What follows belongs to an exercise in optimizing a design on an open flow for small area, a short achievable clock period and few clock cycles; a production flow would make more cautious choices. Power and IR drop assume default switching activity.

==> module odp_writer, before the edit <==
module odp_writer #(
    parameter int DEPTH = 17           
) (
    input  logic        clk,
    input  logic        rst_n,
    input  logic        px_in_vld,
    input  logic [15:0] px_in,
    output logic        px_in_rdy,
    output logic        MEM_REQ,
    output logic [31:0] MEM_ADDR,
    output logic [3:0]  MEM_CMD,
    output logic        MEM_WE,
    output logic [31:0] MEM_DOUT,
    output logic        MEM_WVLD,
    input  logic        MEM_WRDY,
    input  logic        MEM_ODP_SEL,
    input  logic        MEM_FIN,
    input  logic        ODP_START,
    output logic        ODP_STATUS,
    input  logic [31:0] CFG_WRITE_START_ADDR,
    input  logic [8:0]  CFG_WIDTH,
    input  logic [8:0]  CFG_HEIGHT,
    input  logic [9:0]  CFG_NUM_FMAP
);
    localparam int MD = DEPTH - 1;             
    localparam int PW = $clog2(MD);
    typedef enum logic [1:0] {B_IDLE, B_REQ, B_DATA, B_FIN} bst_t;
    logic          status_q, rdy_q, in_done_q, half_q;
    logic [8:0]    wlen_q, hlen_q, wc_q, hc_q;
    logic [9:0]    nc_q;
    logic [31:0]   addr_q;
    logic [31:0]   mem_q [MD];
    logic [PW-1:0] wr_q, rd_q;
    logic [DEPTH-1:0] tot_q;                   
    logic          hv_q;                       
    logic [31:0]   dout_q;
    bst_t          bst_q;
    logic          req_q, wvld_q;
    logic [3:0]    cmd_q, beat_q;
    logic          empty_job, start, xfer, last_px, fin_px, commit, pop, ld, job_end;
    logic          space0, space1, rdy_run, req_go;
    logic          mnz, m_lt_md, m_lt_md1, ge16, ge15, nz;
    logic [3:0]    cnt4, cnt4m1;
    logic [3:0]    cmd_d;
    logic [PW-1:0] wr_inc, rd_inc;
    assign px_in_rdy  = rdy_q;
    assign ODP_STATUS = status_q;
    assign MEM_REQ    = req_q;
    assign MEM_WE     = req_q;
    assign MEM_ADDR   = addr_q;
    assign MEM_CMD    = cmd_q;
    assign MEM_WVLD   = wvld_q;
    assign MEM_DOUT   = dout_q;
    assign empty_job = (CFG_WIDTH == '0) || (CFG_HEIGHT == '0) || (CFG_NUM_FMAP == '0);
    assign start     = !status_q && ODP_START && !empty_job;
    assign xfer      = px_in_vld && rdy_q;
    assign last_px   = (wc_q == 9'd1) && (hc_q == 9'd1) && (nc_q == 10'd1);
    assign fin_px    = xfer && last_px;
    assign commit    = xfer && (half_q || last_px);
    assign pop       = wvld_q && MEM_WRDY;
    assign ld        = (pop || !hv_q) && mnz;
    assign job_end   = (bst_q == B_FIN) && MEM_FIN && in_done_q && !nz;
    assign nz       = tot_q[0];
    assign ge15     = tot_q[14];
    assign ge16     = tot_q[15];
    assign mnz      = hv_q ? tot_q[1] : tot_q[0];
    assign m_lt_md  = hv_q ? !tot_q[MD] : !tot_q[MD-1];
    assign m_lt_md1 = hv_q ? !tot_q[MD-1] : !tot_q[MD-2];
    always_comb begin
        cnt4   = 4'd0;                       
        cnt4m1 = 4'd0;                       
        for (int k = 0; k < 15; k++) if (tot_q[k]) cnt4 = 4'(k + 1);
        for (int k = 1; k < 16; k++) if (tot_q[k]) cnt4m1 = 4'(k);
    end
    assign space0  = ld || m_lt_md;                  
    assign space1  = ld ? m_lt_md : m_lt_md1;        
    assign rdy_run = xfer ? (!half_q || space1) : (half_q || space0);
    assign req_go = status_q && (ge16 || (commit && ge15) || (in_done_q && nz) || fin_px);
    assign cmd_d  = commit ? cnt4 : cnt4m1;
    assign wr_inc = (wr_q == PW'(MD - 1)) ? '0 : wr_q + PW'(1);
    assign rd_inc = (rd_q == PW'(MD - 1)) ? '0 : rd_q + PW'(1);
    always_ff @(posedge clk or negedge rst_n) begin
        if (!rst_n) begin
            status_q  <= 1'b0;
            rdy_q     <= 1'b0;
            in_done_q <= 1'b0;
            half_q    <= 1'b0;
            wr_q      <= '0;
            rd_q      <= '0;
            tot_q     <= '0;
            hv_q      <= 1'b0;
            bst_q     <= B_IDLE;
            req_q     <= 1'b0;
            wvld_q    <= 1'b0;
        end else begin
            if (!status_q) begin
                status_q  <= start;
                rdy_q     <= start;
                in_done_q <= 1'b0;
                half_q    <= 1'b0;
            end else begin
                if (job_end) status_q <= 1'b0;
                rdy_q     <= !in_done_q && !fin_px && rdy_run;
                in_done_q <= in_done_q || fin_px;
                half_q    <= half_q ^ xfer;
            end
            if (commit && !pop)      tot_q <= {tot_q[DEPTH-2:0], 1'b1};
            else if (pop && !commit) tot_q <= {1'b0, tot_q[DEPTH-1:1]};
            hv_q   <= ld || (hv_q && !pop);
            if (commit) wr_q <= wr_inc;
            if (ld)     rd_q <= rd_inc;
            case (bst_q)
                B_IDLE: if (req_go) begin
                    req_q <= 1'b1;
                    bst_q <= B_REQ;
                end
                B_REQ: if (MEM_ODP_SEL) begin
                    wvld_q <= 1'b1;
                    bst_q  <= B_DATA;
                end
                B_DATA: if (pop && beat_q == 4'd0) begin
                    wvld_q <= 1'b0;
                    bst_q  <= B_FIN;
                end
                B_FIN: if (MEM_FIN) begin
                    req_q <= 1'b0;
                    bst_q <= B_IDLE;
                end
                default: bst_q <= B_IDLE;
            endcase
        end
    end
    always_ff @(posedge clk) begin
        if (!status_q) begin
            wlen_q <= CFG_WIDTH;
            hlen_q <= CFG_HEIGHT;
            wc_q   <= CFG_WIDTH;
            hc_q   <= CFG_HEIGHT;
            nc_q   <= CFG_NUM_FMAP;
            addr_q <= CFG_WRITE_START_ADDR;
        end else begin
            if (xfer) begin
                if (wc_q == 9'd1) begin
                    wc_q <= wlen_q;
                    if (hc_q == 9'd1) begin
                        hc_q <= hlen_q;
                        nc_q <= nc_q - 10'd1;
                    end else begin
                        hc_q <= hc_q - 9'd1;
                    end
                end else begin
                    wc_q <= wc_q - 9'd1;
                end
            end
            if (bst_q == B_FIN && MEM_FIN) addr_q[31:6] <= addr_q[31:6] + 26'd1;
        end
        if (bst_q == B_IDLE) begin
            cmd_q  <= cmd_d;
            beat_q <= cmd_d;
        end else if (bst_q == B_DATA && pop) begin
            beat_q <= beat_q - 4'd1;
        end
        if (ld) dout_q <= mem_q[rd_q];
    end
    always_ff @(posedge clk) begin
        if (xfer && !half_q) mem_q[wr_q][15:0] <= px_in;
        if (commit) mem_q[wr_q][31:16] <= half_q ? px_in : 16'h0000;
    end
endmodule
clock: 12.0 ns
lec_check: 0
abc_clock_period_in_ps: 3000
cap_margin: 20
core_margin: 2
core_utilization: 55
slew_margin: 20
run.sh (not shown) runs the stock make flow with config.mk's settings and CLKGATE_MAP_FILE= SYNTH_SCRIPT=/design/flow/synth_recipe.tcl, a recipe that flattens the netlist after the stock synthesis.
The first run finished with timing, DRC and antenna clean.
Rerun with:
--- a/flow/design.v
+++ b/flow/design.v
@@ -1,6 +1,6 @@
 module odp_writer #(
-    parameter int DEPTH = 17           
+    parameter int DEPTH = 18           
 ) (
     input  logic        clk,
     input  logic        rst_n,
     input  logic        px_in_vld,
Outcome: Register-to-register slack degrades by 20 ps. Hold slack improved by 26 ps. Global-route usage came out higher by 0.72 points. Die area grows by 6.1%. Setup slack gets better by 99 ps. Maximum frequency increases by 2.0%. Flip-flop and latch count increases by 35. Total power increases by 28%. Clock skew increases by 17 ps. Synthesized cell count climbs by 24%. Cell area goes up by 5.5%. Combinational power grows to 3.7 times its value. Core utilization is about the same. Area after synthesis rises by 6.2%.
Function was not checked in any run of this note: the RTL went through the layout flow alone.

re-timing with driven ports:
In the flow no input, the clock included, has a driving cell. The finished layouts below were timed again as built, in two steps.
Step 1: set_driving_cell puts a clkbuf_16 on clk and a buf_2 on each other input, an assumption about the parent block.
Step 2 moves the port delays by t, midway between the first and last clock arrival at a register: inputs arrive t later, outputs are due t later. That takes back most of the time a late clock gives input paths.
Three values: ideal, step 1, step 2; two values: the first two.
run | t (ns) | setup WS [ns] | hold WS [ns] | worst data-port slew with drivers (ns) | pins driven straight from the clock port
the first run | 0.644 | 7.056 / 7.079 / 6.435 | 0.528 / 0.528 / 0.528 | 0.07 | 1
the second run | 0.662 | 7.155 / 7.193 / 6.531 | 0.554 / 0.554 / 0.554 | 0.06 | 1
After both steps every run listed still meets setup and hold. For the second run, which loses most, drivers alone change the setup slack by +0.038 ns; drivers and shift together by -0.624 ns.
